This design comes from an exercise in tuning for small area and a short achievable clock period on the open sky130 flow, not from production work. Only simulation tests tie the RTL to the original design; equivalence was not proved. Power and IR drop assume default switching activity.

<file path="flow/config.mk">
export PLATFORM = sky130hd
export DESIGN_NAME = dct2d
export DESIGN_NICKNAME = dct2d
export VERILOG_FILES = /design/flow/design.v
export SDC_FILE = /design/flow/constraint.sdc
export NUM_CORES = 4
export LEC_CHECK = 0
export ABC_CLOCK_PERIOD_IN_PS = 2700
export CAP_MARGIN = 20
export CORE_MARGIN = 2
export CORE_UTILIZATION = 45
export CTS_CLUSTER_DIAMETER = 100
export CTS_CLUSTER_SIZE = 24
export SETUP_SLACK_MARGIN = 4.3
export SLEW_MARGIN = 20
</file>
<file path="flow/constraint.sdc">
create_clock -name core_clock -period 7.0 [get_ports {clk}]
set_input_delay 1.4000 -clock core_clock [delete_from_list [all_inputs] [get_ports {clk}]]
set_output_delay 1.4000 -clock core_clock [all_outputs]
set_load 0.01 [all_outputs]
</file>
<file path="flow/run.sh">
#!/bin/bash
# synth_recipe.tcl (not shown) runs the flow's synth.tcl, then flattens the netlist and writes it again
# the make line also repeats each setting of config.mk as NAME=value (left out here)
make -C /OpenROAD-flow-scripts/flow DESIGN_CONFIG=/design/flow/config.mk WORK_HOME=/design/flow/orfs CLKGATE_MAP_FILE= SYNTH_SCRIPT=/design/flow/synth_recipe.tcl finish
</file>
<file path="flow/design.v">
package dctPkg;
  localparam int SAMPLE_W = 8;
  localparam int STAGE_W  = 10;
  localparam int COL_W    = 12;
  localparam int OUT_W    = 14;
endpackage
module coefRom #(
  parameter int N = 0
) (
  input  logic [2:0]        k,
  output logic signed [9:0] coef
);
  always_comb begin
    case (N)
      0: begin
        case (k)
          3'd0: coef =  10'sd181;
          3'd1: coef =  10'sd251;
          3'd2: coef =  10'sd237;
          3'd3: coef =  10'sd213;
          3'd4: coef =  10'sd181;
          3'd5: coef =  10'sd142;
          3'd6: coef =  10'sd98;
          3'd7: coef =  10'sd50;
          default: coef = '0;
        endcase
      end
      1: begin
        case (k)
          3'd0: coef =  10'sd181;
          3'd1: coef =  10'sd213;
          3'd2: coef =  10'sd98;
          3'd3: coef = -10'sd50;
          3'd4: coef = -10'sd181;
          3'd5: coef = -10'sd251;
          3'd6: coef = -10'sd237;
          3'd7: coef = -10'sd142;
          default: coef = '0;
        endcase
      end
      2: begin
        case (k)
          3'd0: coef =  10'sd181;
          3'd1: coef =  10'sd142;
          3'd2: coef = -10'sd98;
          3'd3: coef = -10'sd251;
          3'd4: coef = -10'sd181;
          3'd5: coef =  10'sd50;
          3'd6: coef =  10'sd237;
          3'd7: coef =  10'sd213;
          default: coef = '0;
        endcase
      end
      3: begin
        case (k)
          3'd0: coef =  10'sd181;
          3'd1: coef =  10'sd50;
          3'd2: coef = -10'sd237;
          3'd3: coef = -10'sd142;
          3'd4: coef =  10'sd181;
          3'd5: coef =  10'sd213;
          3'd6: coef = -10'sd98;
          3'd7: coef = -10'sd251;
          default: coef = '0;
        endcase
      end
      default: coef = '0;
    endcase
  end
endmodule
module dctPass #(
  parameter int IN_W  = 8,
  parameter int OUT_W = 10,
  parameter bit GAPS  = 1,
  parameter bit OUT_REG = 1
) (
  input  logic                    clk,
  input  logic                    rst_n,
  input  logic signed [IN_W-1:0]  inData,
  input  logic                    inValid,
  output logic signed [OUT_W-1:0] outData,
  output logic                    outValid,
  output logic                    outSoon
);
  localparam int E_W   = IN_W + 1;    
  localparam int W     = OUT_W + 9;
  logic signed [IN_W-1:0]   lineBuf [7];
  logic signed [IN_W-1:0]   hold    [8];
  logic [2:0]               inCnt;
  logic                     groupDone;
  logic                     emit;
  logic [2:0]               kCnt;
  logic                     v1, v2, v3;
  logic [OUT_W-1:0]         hiS [4];
  logic [OUT_W-1:0]         hiC [4];
  logic [3:0]               cy;
  logic [OUT_W-1:0]         a1, b1, a2, b2, a3, b3, a4, b4, a5, b5, a6, b6;
  logic [OUT_W-1:0]         sumS, sumC;
  assign groupDone = inValid && (inCnt == 3'd7);
  always_ff @(posedge clk or negedge rst_n) begin
    if (!rst_n) begin
      inCnt <= '0;
    end else if (inValid) begin
      inCnt <= inCnt + 3'd1;
    end
  end
  always_ff @(posedge clk) begin
    if (inValid || !GAPS) begin
      lineBuf[0] <= inData;
      for (int i = 1; i < 7; i++) lineBuf[i] <= lineBuf[i-1];
    end
  end
  always_ff @(posedge clk) begin
    if (groupDone) begin
      for (int n = 0; n < 7; n++) hold[n] <= lineBuf[6-n];
      hold[7] <= inData;
    end
  end
  always_ff @(posedge clk or negedge rst_n) begin
    if (!rst_n) begin
      emit     <= 1'b0;
      kCnt     <= '0;
      v1       <= 1'b0;
      v2       <= 1'b0;
      v3       <= 1'b0;
    end else begin
      if (groupDone) begin
        emit <= 1'b1;
        kCnt <= '0;
      end else if (emit) begin
        kCnt <= kCnt + 3'd1;
        if (kCnt == 3'd7) emit <= 1'b0;
      end
      v1       <= emit;
      v2       <= v1;
      v3       <= v2;
    end
  end
  always_ff @(posedge clk) begin
    outValid <= OUT_REG ? v3 : v2;
  end
  for (genvar n = 0; n < 4; n++) begin : g_lane
    logic signed [9:0]     coef;
    logic signed [E_W-1:0] opReg;
    logic [4:0]            one, ng;
    logic [3:0]            two;
    logic [W-1:0]          kRow;
    logic [E_W:0]          m [4];
    logic [E_W:0]          u [4];
    logic [E_W-1:0]        m4, u4;
    logic [W-1:0]          r [5];
    logic [W-1:0]          s1, c1, s2, c2, s3, c3, sRow, cRow;
    logic [W-1:0]          csS, csC;
    logic [9:0]            low;
    coefRom #(.N(n)) rom (.k(kCnt), .coef(coef));
    always_ff @(posedge clk) begin
      opReg <= kCnt[0] ? E_W'(hold[n]) - E_W'(hold[7-n])
                       : E_W'(hold[n]) + E_W'(hold[7-n]);
      for (int i = 0; i < 5; i++) begin
        one[i] <= coef[2*i] ^ (i == 0 ? 1'b0 : coef[2*i-1]);
        ng[i]  <= coef[2*i+1] & ~(coef[2*i] & (i == 0 ? 1'b0 : coef[2*i-1]));
      end
      for (int i = 0; i < 4; i++) begin
        two[i] <= (coef[2*i+1] & ~coef[2*i] & (i == 0 ? 1'b1 : ~coef[2*i-1])) |
                  (~coef[2*i+1] & coef[2*i] & (i == 0 ? 1'b0 : coef[2*i-1]));
      end
    end
    always_comb begin
      kRow = W'(256) - W'(1 << E_W) - W'(1 << (E_W + 2)) - W'(1 << (E_W + 4))
             - W'(1 << (E_W + 6)) - W'(1 << (E_W + 7)) + (ng[4] ? W'(256) : W'(0));
      for (int i = 0; i < 4; i++) begin
        m[i] = ((one[i] ? (E_W+1)'(opReg) : '0) | (two[i] ? {opReg, 1'b0} : '0))
               ^ {(E_W+1){ng[i]}};
        u[i] = {~m[i][E_W], m[i][E_W-1:0]};
      end
      m4 = (one[4] ? opReg : '0) ^ {E_W{ng[4]}};
      u4 = {~m4[E_W-1], m4[E_W-2:0]};
      r[0] = W'(u[0]);
      r[1] = (W'(u[1]) << 2) | W'(ng[0]);
      r[2] = (W'(u[2]) << 4) | (W'(ng[1]) << 2);
      r[3] = (W'(u[3]) << 6) | (W'(ng[2]) << 4);
      r[4] = (W'(u4)   << 8) | (W'(ng[3]) << 6);
      s1   = r[0] ^ r[1] ^ r[2];
      c1   = ((r[0] & r[1]) | (r[0] & r[2]) | (r[1] & r[2])) << 1;
      s2   = r[3] ^ r[4] ^ kRow;
      c2   = ((r[3] & r[4]) | (r[3] & kRow) | (r[4] & kRow)) << 1;
      s3   = s1 ^ c1 ^ s2;
      c3   = ((s1 & c1) | (s1 & s2) | (c1 & s2)) << 1;
      sRow = s3 ^ c3 ^ c2;
      cRow = ((s3 & c3) | (s3 & c2) | (c3 & c2)) << 1;
    end
    always_ff @(posedge clk) begin
      csS <= sRow;
      csC <= cRow;
    end
    assign low    = {1'b0, csS[8:0]} + {1'b0, csC[8:0]};
    assign cy[n]  = low[9];
    assign hiS[n] = csS[W-1:9];
    assign hiC[n] = csC[W-1:9];
  end
  always_comb begin
    a1 = hiS[0] ^ hiC[0] ^ hiS[1];
    b1 = ((hiS[0] & hiC[0]) | (hiS[0] & hiS[1]) | (hiC[0] & hiS[1])) << 1;
    a2 = hiC[1] ^ hiS[2] ^ hiC[2];
    b2 = ((hiC[1] & hiS[2]) | (hiC[1] & hiC[2]) | (hiS[2] & hiC[2])) << 1;
    a3 = a1 ^ b1 ^ a2;
    b3 = (((a1 & b1) | (a1 & a2) | (b1 & a2)) << 1) | OUT_W'(cy[0]);
    a4 = b2 ^ hiS[3] ^ hiC[3];
    b4 = (((b2 & hiS[3]) | (b2 & hiC[3]) | (hiS[3] & hiC[3])) << 1) | OUT_W'(cy[1]);
    a5 = a3 ^ b3 ^ a4;
    b5 = (((a3 & b3) | (a3 & a4) | (b3 & a4)) << 1) | OUT_W'(cy[2]);
    a6 = a5 ^ b5 ^ b4;
    b6 = (((a5 & b5) | (a5 & b4) | (b5 & b4)) << 1) | OUT_W'(cy[3]);
  end
  always_ff @(posedge clk) begin
    sumS <= a6;
    sumC <= b6;
  end
  if (OUT_REG) begin : g_outReg
    always_ff @(posedge clk) begin
      outData <= sumS + sumC;
    end
    assign outSoon = v3;
  end else begin : g_outComb
    assign outData = sumS + sumC;
    assign outSoon = v2;
  end
endmodule
module transposeBuffer #(
  parameter int W = 10
) (
  input  logic                clk,
  input  logic                rst_n,
  input  logic                wrSoon,
  input  logic signed [W-1:0] wrData,
  output logic signed [W-1:0] rdData,
  output logic                rdValid
);
  logic signed [W-1:0] mem [64];
  logic [5:0]          wrPtr;
  logic                wrPar;
  logic [5:0]          wrAddr;
  logic                wrLast;
  logic [7:0]          wrHi, wrLo;
  logic [5:0]          rdPtr;
  logic                rdPar;
  logic                rdActive;
  logic [5:0]          rdAddr;
  logic                rdEn;
  logic [7:0]          rdHi, rdLo;
  logic [W-1:0]        rdOr;
  assign wrAddr = wrPar ? {wrPtr[2:0], wrPtr[5:3]} : wrPtr;
  always_comb begin
    logic [5:0] step;
    logic       par;
    if (wrLast) begin
      step = '0;
      par  = ~wrPar;
    end else begin
      step = rdPtr;
      par  = rdPar;
    end
    rdAddr = par ? step : {step[2:0], step[5:3]};
  end
  always_ff @(posedge clk or negedge rst_n) begin
    if (!rst_n) begin
      wrPtr    <= '0;
      wrPar    <= 1'b0;
      wrLast   <= 1'b0;
      rdPtr    <= '0;
      rdPar    <= 1'b0;
      rdActive <= 1'b0;
      rdEn     <= 1'b0;
      rdValid  <= 1'b0;
    end else begin
      wrLast <= wrSoon && (wrPtr == 6'd63);
      if (wrSoon) begin
        wrPtr <= wrPtr + 6'd1;
        if (wrPtr == 6'd63) wrPar <= ~wrPar;
      end
      if (wrLast) begin
        rdActive <= 1'b1;
        rdPtr    <= 6'd1;
        rdPar    <= ~wrPar;
      end else if (rdActive) begin
        rdPtr <= rdPtr + 6'd1;
        if (rdPtr == 6'd0) rdActive <= 1'b0;
      end
      rdEn    <= wrLast || (rdActive && rdPtr != 6'd0);
      rdValid <= rdEn;
    end
  end
  always_ff @(posedge clk) begin
    wrHi <= wrSoon ? 8'b1 << wrAddr[5:3] : 8'b0;
    if (wrSoon) wrLo <= 8'b1 << wrAddr[2:0];
    rdHi <= 8'b1 << rdAddr[5:3];
    rdLo <= 8'b1 << rdAddr[2:0];
  end
  always_ff @(posedge clk) begin
    for (int a = 0; a < 8; a++) begin
      for (int b = 0; b < 8; b++) begin
        if (wrHi[a] && wrLo[b]) mem[8*a+b] <= wrData;
      end
    end
  end
  logic [W-1:0] bankOr [8];
  always_comb begin
    rdOr = '0;
    for (int a = 0; a < 8; a++) begin
      bankOr[a] = '0;
      for (int b = 0; b < 8; b++) bankOr[a] = bankOr[a] | ({W{rdLo[b]}} & mem[8*a+b]);
      rdOr = rdOr | ({W{rdHi[a]}} & bankOr[a]);
    end
  end
  always_ff @(posedge clk) begin
    rdData <= rdOr;
  end
endmodule
module dct2d (
  input  logic              clk,
  input  logic              rst_n,
  input  logic              x_valid,
  input  logic signed [7:0] x_data,
  output logic              y_valid,
  output logic signed [13:0] y_data
);
  logic                                xValid;
  logic signed [dctPkg::SAMPLE_W-1:0]  xData;
  logic signed [dctPkg::STAGE_W-1:0]   rowData;
  logic                                rowSoon;
  logic signed [dctPkg::STAGE_W-1:0]   colIn;
  logic                                colInValid;
  logic signed [dctPkg::COL_W-1:0]     colData;
  assign xValid = x_valid;
  assign xData  = x_data;
  dctPass #(
    .IN_W  (dctPkg::SAMPLE_W),
    .OUT_W (dctPkg::STAGE_W),
    .GAPS  (1'b1),
    .OUT_REG (1'b0)
  ) rowPass (
    .clk      (clk),
    .rst_n    (rst_n),
    .inData   (xData),
    .inValid  (xValid),
    .outData  (rowData),
    .outValid (),
    .outSoon  (rowSoon)
  );
  transposeBuffer #(
    .W (dctPkg::STAGE_W)
  ) tBuf (
    .clk     (clk),
    .rst_n   (rst_n),
    .wrSoon  (rowSoon),
    .wrData  (rowData),
    .rdData  (colIn),
    .rdValid (colInValid)
  );
  dctPass #(
    .IN_W  (dctPkg::STAGE_W),
    .OUT_W (dctPkg::COL_W),
    .GAPS  (1'b0),
    .OUT_REG (1'b1)
  ) colPass (
    .clk      (clk),
    .rst_n    (rst_n),
    .inData   (colIn),
    .inValid  (colInValid),
    .outData  (colData),
    .outValid (y_valid),
    .outSoon  ()
  );
  assign y_data = dctPkg::OUT_W'(colData);
endmodule
</file>
==> results.py, run 1 <==
metrics = {
    "sta": {
        "final_hold_viol_count": 0,
        "min_period_ps": 2700,
        "clock_skew_ps": 30.8,
        "worst_pin_slew_ps": 1020,
        "finalMaxSlewViolations": 0,
        "period_share_pct": 38.6,
        "max_slew_margin_pct": 31.9,
        "setup_viol": 0,
        "max_freq_mhz": 370,
        "whs_ps": 350,
        "rsz0062_at_grt": "true",
        "tns_ps": 0,
    },
    "synthesis": {
        "synth_flop_cell": "edfxtp_1",
        "synth_seq_cells": 1472,
        "async_flop_share_pct": 2.45,
        "ys.warnings.count": 41,
        "syn_area_um2": 67600,
        "synthesis.instances": 5274,
        "synth-edff-count": 848,
        "avgSynthCellArea_um2": 12.8,
        "yosysSeqAreaShare_pct": 56.4,
        "synth.distinct_cells": 68,
    },
    "finish": {
        "final_cells": 7172,
        "seq_area_um2": 38200,
        "area_growth_pct": 6.60,
        "multi_input_area_um2": 26600,
        "fillCellCount": 13090,
        "finalInstanceArea_um2": 72000,
        "n_antenna_cell": 0,
        "final_util_pct": 48.2,
        "final_nets": 5764,
        "drive_above_1_share_pct": 5.02,
    },
    "placed_design": {
        "numPortBuffers": 25,
        "place_area_um2": 69500,
        "dpl.cell_count": 7032,
        "routabilityCongestion": 0.816,
        "detailedPlacementHpwl_mm": 101,
    },
    "global_route": {
        "grtUsageMet2_pct": 32.7,
        "busiest_layer": "met2",
        "grt_pass1_wl_mm": 230,
        "grt_max_degree": 85,
        "grt_usage_pct": 19.4,
        "grt_pass1_vias": 38831,
        "use_met1_pct": 26.7,
        "grt-ovfl-total": 0,
        "antenna_found_initial": 0,
        "grt_util_met3_pct": 2.49,
    },
    "power": {
        "internal_power_uw": 20400,
        "p_seq_share_pct": 43.9,
        "p_sw_share_pct": 37.7,
        "p_leak_uw": 0.0274,
        "power_density_nw_per_um2": 455,
        "ir_drop_mv": 0.560,
        "pwr-share-comb_pct": 41.2,
        "net-switching-power_uw": 12400,
        "clkPwrFrac_pct": 14.9,
    },
    "clock_tree": {
        "cts_tree": "done",
        "numCtsBuffers": 73,
        "cts.sinks": 1472,
        "clk_path_buf_depth": 3,
        "root_buffer": "clkbuf_16",
        "htree_num_levels": 3,
        "postCtsHoldBufs": 0,
        "clk_pin_slew_ps": 90,
        "clk_latency_ps": 700,
    },
    "setup_path": {
        "endpoint_kind": "register",
        "crit_arrival_ps": 3280,
        "path_class": "reg2reg",
        "worstPathRequired_ps": 7580,
        "worstSetupStartpointType": "register",
        "cp_max_fo": 41,
    },
    "floorplanning": {
        "rows": 142,
        "die_w_um": 392,
        "dieHeight_um": 392,
        "start_util_pct": 45.2,
        "dieArea_um2": 153000,
        "pin_count": 26,
        "design.core.area_um2": 149000,
    },
    "job": {
        "max_cap_viol_count": 0,
    },
    "route": {
        "post_drt_wl_per_cell_um": 20.7,
        "drt_iter0_markers": 2842,
        "wl_mm": 148,
        "vias_per_cell": 5.40,
        "firstDrtPassIters": 7,
        "drc": 0,
        "num_vias": 38755,
        "ant_nets": 0,
    },
    "min_path": {
        "hold_class": "reg2reg",
    },
    "outcome": {
        "status": "timing/DRC/antenna clean",
    },
}
## logic make-up (layout without fill, tap and decap cells)
| family | Yosys count | after routing | synth area share (%) |
|---|---|---|---|
| flip-flops | 1472 | 1472 | 56.4 |
| XOR/XNOR | 551 | 551 | 7.14 |
| buffers and inverters | 815 | 696 | 4.57 |
| other | 1 | 2 | 0.00555 |
| adder cells (fa/ha/maj) | 650 | 650 | 15.5 |
| AND/OR/NAND/NOR | 796 | 796 | 5.75 |
| AO/OA/AOI/OAI | 954 | 954 | 10.1 |
| multiplexers | 35 | 35 | 0.541 |
## final cells by class
| type | count | area share (%) |
|---|---|---|
| clock inverter | 16 | 0.316 |
| timing repair buffer | 65 | 0.865 |
| inverter | 503 | 2.62 |
| multi-input combinational | 2988 | 36.9 |
| sequential | 1472 | 53.1 |
| tap | 2016 | 3.50 |
| clock buffer | 112 | 2.74 |
## flip-flops by register name (all words and copies together) (netlist names), 64 cells and up
register and count:
tBuf.mem 640, colPass.hold 80, colPass.lineBuf 70, colPass.g_lane.csC 64, colPass.g_lane.csS 64, rowPass.hold 64
## power groups by stage
stage | Clock, µW | Combinational (µW) | Sequential, µW
finish | 4870 | 13500 | 14400
global route | 5300 | 15800 | 14600
CTS | 5010 | 13700 | 14400
detailed placement | 0 | 13600 | 14600
global placement | 0 | 13100 | 14600
floorplan | 0 | 9890 | 13600
## Yosys cell counts (99+ instances only)
cell / n / area share (%)
a21oi_1: 99 / 0.73
a22oi_1: 641 / 7.1
clkbuf_1: 269 / 1.5
dfxtp_1: 588 / 17
edfxtp_1: 848 / 38
fa_1: 312 / 9.2
ha_1: 338 / 6.3
inv_1: 499 / 2.8
nand2_1: 208 / 1.2
nand4_1: 100 / 0.93
nor2_1: 206 / 1.1
o21ai_0: 106 / 0.79
xnor2_1: 310 / 4.0
xor2_1: 241 / 3.1
## worst max-delay path: stages, from the launching register on
cell and delay [ps]:
dfxtp_2 620, buf_4 630, buf_4 510, a22oi_1 170
nand4_1 230, a22oi_1 120, nand4_1 280
## through the flow
stage | total power (µW) | worst slack, ps
2_1_floorplan | 23500 | 3460
3_3_place_gp | 27600 | 3550
3_5_place_dp | 28200 | 3510
4_1_cts | 33100 | 4180
5_1_grt | 35700 | 4220
6_report | 32800 | 4300
## metal layers
layer | vias to the layer above | routed length (µm)
met4 | 0 | 2760
li1 | 18093 | -
met3 | 121 | 7660
met5 | - | 0
met2 | 922 | 72200
met1 | 19619 | 65800
## placed cells by master (no fill, tap or decap), types with 9 or more instances in the layout
| cell type | instances |
|---|---|
| inv_1 | 497 |
| nor4_1 | 14 |
| edfxtp_1 | 848 |
| clkbuf_16 | 74 |
| and2_1 | 84 |
| nand3_1 | 27 |
| a31oi_1 | 10 |
| clkbuf_1 | 39 |
| or3_1 | 12 |
| o21ai_0 | 104 |
| xnor2_1 | 303 |
| buf_4 | 29 |
| a22oi_1 | 641 |
| fa_1 | 312 |
| ha_1 | 335 |
| mux2_2 | 12 |
| dfrtp_1 | 34 |
| dfxtp_2 | 34 |
| mux2i_1 | 19 |
| a21oi_1 | 96 |
| xor2_1 | 241 |
| or2_2 | 9 |
| nand4_1 | 100 |
| nor3_1 | 60 |
| nand2b_1 | 15 |
| nand2_1 | 208 |
| dfxtp_1 | 546 |
| nor2b_1 | 26 |
| buf_2 | 9 |
| and3_1 | 14 |
| a21o_1 | 17 |
| nor2_1 | 206 |
## final timing paths
| kind | from | endpoint | slack [ps] | cells after the start |
|---|---|---|---|---|
| worst max-delay path | tBuf.rdLo[1] | tBuf.rdData[7] | 4300 | 6 |
| worst min-delay path | colPass.v3 | colPass.outValid | 350 | 0 |
| worst max register to register | tBuf.rdLo[1] | tBuf.rdData[7] | 4300 | 6 |
| worst min register to register | colPass.v3 | colPass.outValid | 350 | 0 |
| max in group asynchronous | rst_n | colPass.kCnt[0] | 5680 | 2 |
| min in group asynchronous | rst_n | rowPass.inCnt[2] | 770 | 2 |
## what timing repair did
action,in CTS,in global routing
setup endpoints to repair,381,301
resized for setup,80,55
buffers inserted,2,8
cloned,0,1
pin swaps,1,5
hold endpoints to repair,0,0
==> run 2: changes to the inputs <==
--- a/flow/config.mk
+++ b/flow/config.mk
@@ -9,7 +9,7 @@
 export CAP_MARGIN = 20
 export CORE_MARGIN = 2
 export CORE_UTILIZATION = 45
-export CTS_CLUSTER_DIAMETER = 100
-export CTS_CLUSTER_SIZE = 24
+export CTS_CLUSTER_DIAMETER = 120
+export CTS_CLUSTER_SIZE = 28
 export SETUP_SLACK_MARGIN = 4.3
 export SLEW_MARGIN = 20
==> results.py, run 2 <==
metrics = {
    "synthesis": {
        "synth_top_family_by_area": "adder cells",
        "synth_compound_gate_area_share_pct": 10.1,
        "async_flop_share_pct": 2.45,
        "synth-simple-area-share_pct": 5.75,
        "yosysSeqAreaShare_pct": 56.4,
        "synth.distinct_cells": 68,
        "yosys-top-cells-count": "edfxtp_1 (848), a22oi_1 (641), dfxtp_1 (588)",
        "synth_seq_cells": 1472,
        "synth_flop_cell": "edfxtp_1",
        "synth.most_common_cell": "edfxtp_1",
        "synthesis.instances": 5274,
        "avgSynthCellArea_um2": 12.8,
        "synth-edff-count": 848,
        "synth.top_cell.area_share_pct": 37.7,
        "ys.warnings.count": 41,
        "syn_area_um2": 67600,
        "synth.area.top_cells": "edfxtp_1 (38%), dfxtp_1 (17%), fa_1 (9.2%), a22oi_1 (7.1%), ha_1 (6.3%)",
        "yosysTopAreaCell": "edfxtp_1",
        "synth_xor_area_share_pct": 7.14,
        "synthAdderAreaFrac_pct": 15.5,
        "muxShareOfSynthArea_pct": 0.541,
    },
    "global_route": {
        "antenna_found_initial": 0,
        "grt_max_degree": 85,
        "grt_pass1_wl_mm": 229,
        "grt_usage_pct": 19.3,
        "grt_pass1_vias": 38690,
        "grt-ovfl-total": 0,
    },
    "sta": {
        "tns_ps": 0,
        "worst_pin_slew_ps": 1030,
        "setup_viol": 0,
        "period_share_pct": 38.1,
        "max_slew_margin_pct": 31.5,
        "final_hold_viol_count": 0,
        "clock_skew_ps": 36.8,
        "finalMaxSlewViolations": 0,
        "min_period_ps": 2670,
        "rsz0062_at_grt": "true",
        "max_freq_mhz": 375,
    },
    "clock_tree": {
        "cts.sinks": 1472,
        "postCtsHoldBufs": 0,
        "cts_tree": "done",
        "numCtsBuffers": 60,
        "clk_latency_ps": 740,
        "htree_num_levels": 2,
        "clk_path_buf_depth": 3,
        "root_buffer": "clkbuf_16",
        "clk_pin_slew_ps": 110,
    },
    "power": {
        "power_density_nw_per_um2": 450,
        "ir_drop_mv": 0.636,
        "p_leak_uw": 0.0273,
    },
    "finish": {
        "regMostFlops": "tBuf.mem",
        "final_nets": 5766,
        "fillCellCount": 13118,
        "final_cells": 7168,
        "n_antenna_cell": 0,
        "final_cell_mix": "edfxtp_1 (848), a22oi_1 (641), dfxtp_1 (546)",
        "area_growth_pct": 6.25,
        "largest_register_ffs": 640,
        "final_util_pct": 48.1,
        "drive_above_1_share_pct": 5.07,
        "final_common_cell": "edfxtp_1",
        "reg_top3": "tBuf.mem x640, colPass.hold x80, colPass.lineBuf x70",
    },
    "placed_design": {
        "detailedPlacementHpwl_mm": 101,
        "numPortBuffers": 25,
        "dpl.cell_count": 7032,
        "routabilityCongestion": 0.816,
    },
    "route": {
        "ant_nets": 0,
        "num_vias": 38654,
        "drt_iter0_markers": 2876,
        "post_drt_wl_per_cell_um": 20.8,
        "vias_per_cell": 5.39,
        "drc": 0,
        "firstDrtPassIters": 7,
        "wl_mm": 149,
    },
    "setup_path": {
        "worstSetupStartpointType": "register",
        "path_class": "reg2reg",
        "path_cells": "buf_4 > buf_4 > a22oi_1 > nand4_1 > a22oi_1 > nand4_1",
        "worstPathRequired_ps": 7630,
        "worst-path-buf-inv": 2,
        "crit_arrival_ps": 3290,
        "cpPeakStageDelay_ps": 620,
        "cp_slowest_cell": "dfxtp_2",
        "endpoint_kind": "register",
        "crit_family": "buffers and inverters",
        "cp_max_fo": 41,
    },
    "min_path": {
        "hold_class": "reg2reg",
    },
    "floorplanning": {
        "pin_count": 26,
        "start_util_pct": 45.2,
        "die_w_um": 392,
        "dieHeight_um": 392,
        "design.core.area_um2": 149000,
        "dieArea_um2": 153000,
        "rows": 142,
    },
    "outcome": {
        "status": "timing/DRC/antenna clean",
    },
    "job": {
        "max_cap_viol_count": 0,
    },
}
run 2: layout make-up:
type	count	area, µm²	share of cell area, %
flip-flops and latches	1472	38200	53.2
well taps	2016	2520	3.51
clock inverters	9	171	0.239
repair buffers	80	707	0.985
clock buffers	100	1650	2.30
inverters	503	1890	2.63
multi-input cells	2988	26600	37.1
run 2: kinds of logic (layout without fill, tap and decap cells):
group / count (synthesis) / in the layout
AO/OA/AOI/OAI: 954 / 954
XOR/XNOR: 551 / 551
adder cells (fa/ha/maj): 650 / 650
buffers and inverters: 815 / 692
flip-flops: 1472 / 1472
multiplexers: 35 / 35
other: 1 / 2
AND/OR/NAND/NOR: 796 / 796
run 2: report_power, final:
part	leakage, µW	switching [µW]	internal (µW)
Clock	0.000867	2660	1720
Sequential	0.0131	1390	13000
Combinational	0.0134	8220	5290
run 2: per-stage QoR:
| step | setup WS [ps] | area, µm² | hold WS (ps) | power [µW] |
|---|---|---|---|---|
| floorplan | 3460 | 67700 | 324 | 23500 |
| global placement | 3550 | 69500 | 331 | 27600 |
| detailed placement | 3510 | 69500 | 328 | 28200 |
| CTS | 4140 | 71400 | 348 | 32600 |
| global route | 4210 | 71800 | 359 | 35200 |
| finish | 4330 | 71800 | 350 | 32300 |
run 2: worst paths after layout:
check,start,endpoint,slack [ps],cells past startpoint
setup / recovery,tBuf.rdLo[1],tBuf.rdData[7],4330,6
hold reg to reg,colPass.v3,colPass.outValid,350,0
hold / removal,colPass.v3,colPass.outValid,350,0
setup reg to reg,tBuf.rdLo[1],tBuf.rdData[7],4330,6
max in group asynchronous,rst_n,colPass.kCnt[0],5720,2
min in group asynchronous,rst_n,rowPass.inCnt[1],720,2
run 2: metal layers:
layer	part of all wire, %	routed length, µm	GRT usage [%]
met4	1.9	2880	4.33
met3	4.9	7330	2.10
met5	0	0	0
met1	44	65900	26.7
met2	49	72700	32.7
run 2: worst reg2reg max path, delay by kind of cell (launching register included):
family	cells	cell delay, ps
buf+inv	2	1160
compound gates	2	320
flops	1	620
simple gates	2	470
run 2: timing repair:
action,CTS,global route
buffers inserted,1,23
pin swaps,1,14
setup endpoints to repair,355,363
resized for setup,84,66
hold endpoints to repair,0,0
gates cloned,0,2

## re-timing with driven ports
How much do the figures lean on ideal ports? The routed layouts below were timed once more, with nothing changed but the port constraints.
Step 1: set_driving_cell puts a clkbuf_16 on clk and a buf_2 on each other input, an assumption about the parent block.
Step 2 also shifts input and output timing later by t, the mid clock arrival at the registers, as if the neighbouring blocks saw the same clock.
a / b / c = ideal ports / drivers / drivers and shift; a / b = the first two.
run	shift t [ns]	setup WS [ns]	slew at the worst register clock pin (ns)
run 1	0.754	4.299 / 4.296 / 3.729	0.10 / 0.10
run 2	0.791	4.333 / 4.313 / 3.743	0.12 / 0.12
After both steps setup and hold are still met in every run listed. The setup slack of run 2, which loses most, moves by -0.020 ns with the drivers and by -0.590 ns with both steps.
